What follows belongs to an exercise in optimizing a design on an open flow for small area, a short achievable clock period and few clock cycles; a production flow would make more cautious choices. Only simulation tests tie the RTL to the original design; equivalence was not proved. No activity file was given, so power comes from the tool's default toggle rates.

== birch ==
Design bmp_pixel_stream_blitter_core, start of the top module:
module bmp_pixel_stream_blitter_core (
  input  logic        clk,
  input  logic        rst,
  input  logic        pixels_valid,
  output logic        pixels_ready,
  input  logic [7:0]  pixels_pixel_byte,
  input  logic        pixels_image_start,
  output logic        writes_valid,
  input  logic        writes_ready,
  output logic [25:0] writes_write_address,
  output logic [31:0] writes_write_data,
  output logic        writes_final_write,
  input  logic        cfg_write,
  input  logic [2:0]  cfg_index,
  input  logic [19:0] cfg_data
);
  logic        c_depth;
  logic [12:0] c_w;        
  logic [12:0] weff;
  logic        c_neg;
  logic [12:0] c_h;        
  logic        c_hp1;
  logic [11:0] c_xo;
  logic [11:0] c_yo;
  logic [12:0] c_px;       
  logic [12:0] c_pitch;
  logic [19:0] c_sh;
  logic        depth_n;
  assign depth_n = rst ? 1'b0 : (cfg_write && cfg_index == 3'd0) ? cfg_data[0] : c_depth;
  assign c_pitch = c_px ^ {13{!c_neg}};
  always_ff @(posedge clk) begin
    if (rst) begin
      c_depth <= 1'b0;
      c_w <= '0;
      c_neg <= 1'b0;
      c_h <= '0;
      c_hp1 <= 1'b0;
      c_xo <= '0;
      c_yo <= '0;
      c_px <= 13'h1ffe;
      c_sh <= '0;
    end else if (cfg_write) begin
      case (cfg_index)
        3'd0: c_depth <= cfg_data[0];
        3'd1: c_w <= cfg_data[12:0];
        3'd2: begin
          c_neg <= cfg_data[13];
          c_px <= c_px ^ {13{c_neg ^ cfg_data[13]}};
          if (cfg_data[13]) begin
            c_h <= cfg_data[12] ? ~cfg_data[12:0] : 13'd4096;
            c_hp1 <= cfg_data[12];
          end else begin
            c_h <= (cfg_data[12] && cfg_data[11:0] != 12'd0) ? 13'd4096 : cfg_data[12:0];
            c_hp1 <= 1'b0;
          end
        end
        3'd3: c_xo <= cfg_data[11:0];
        3'd4: c_yo <= cfg_data[11:0];
        3'd5: c_px <= cfg_data[12:0] ^ {13{!c_neg}};
        3'd6: c_sh <= cfg_data[19:0];
        default: ;
      endcase
    end
  end
  logic trig;
  assign trig = cfg_write && (cfg_index >= 3'd2) && (cfg_index <= 3'd5);
  logic [1:0]  pos;        
  ...
Settings: LEC_CHECK=0, CAP_MARGIN=20, CORE_MARGIN=2, CORE_UTILIZATION=40, CTS_BUF_LIST=sky130_fd_sc_hd__clkbuf_16, CTS_CLUSTER_DIAMETER=100, CTS_CLUSTER_SIZE=20, SETUP_SLACK_MARGIN=4.8, SLEW_MARGIN=20; clock period 8.0 ns.
standard.sh (not shown) runs the stock make flow with config.mk's settings and CLKGATE_MAP_FILE= SYNTH_SCRIPT=/design/flow/synth_recipe.tcl, a recipe that flattens the netlist after the stock synthesis.
==> flow/flow/run.sh <==
#!/bin/bash
# The standard layout, with the smallest buffer on every input and output
# port (ORFS picks a delay cell there by default). Each tool's output goes
# to the logs ORFS writes under orfs/logs/; the whole run is also kept in
# flow_run.log.
set -euo pipefail
export BUFFER_PORTS_ARGS="-buffer_cell sky130_fd_sc_hd__buf_1"
bash standard.sh > flow_run.log 2>&1
birch has completed all stages; timing, DRC and antenna checks passed.
Testbench counts of birch, summed over its fixed seeds: cycles 38,887.
The following lists how oak was set up differently from birch:
==> flow/run.sh (new file) <==
#!/bin/bash
# synth_recipe.tcl (not shown) runs the flow's synth.tcl, then flattens the netlist and writes it again
# the make line also repeats each setting of config.mk as NAME=value (left out here)
make -C /OpenROAD-flow-scripts/flow DESIGN_CONFIG=/design/flow/config.mk WORK_HOME=/design/flow/orfs CLKGATE_MAP_FILE= SYNTH_SCRIPT=/design/flow/synth_recipe.tcl finish
removed: flow/flow/run.sh
removed: flow/standard.sh
Findings:
From birch to oak the numbers moved as follows: multi-input logic area went down by about 0.5%; worst setup slack went up; headroom to the max-slew limit shows an increase of 9.7 points; total global-route track usage now sits at about the same level; placement-stage cell area climbed about 4%. Diff birch -> oak: design area went up, worst endpoint data arrival time went down, final cell utilization of the core went up, power share of the clock group went down. oak: PASS, flow complete, no timing, DRC or antenna violations. Run comparison: birch worst setup path endpoint wdata[7]; oak worst setup path endpoint waddr[24].

[re-timing with driven ports]
How much do the figures lean on ideal ports? The routed layouts below were timed once more, with nothing changed but the port constraints. Step 1 sets driving cells, clkbuf_16 on the clock port and buf_2 on the other inputs (assumed; they add their load-dependent delay and slew). Step 2 times the ports against the registers' clock, not the clock port: input delays grow and output delays shrink by t, the midpoint of the rising clock arrivals with the driver on. Slacks: ideal ports / drivers / drivers and shift; pairs: ideal ports / drivers.
| run | t, ns | setup slack, ns | worst setup path at the end | worst data-port slew with drivers (ns) | cell pins on the clock port's net |
|---|---|---|---|---|---|
| birch | 0.556 | 4.629 / 4.632 / 4.075 | input to register | 0.07 | 1 |
| oak | 0.546 | 4.663 / 4.663 / 4.149 | input to register | 0.09 | 1 |
After both steps setup and hold are still met in every run listed. For birch, which loses most, drivers alone change the setup slack by +0.003 ns; drivers and shift together by -0.554 ns.
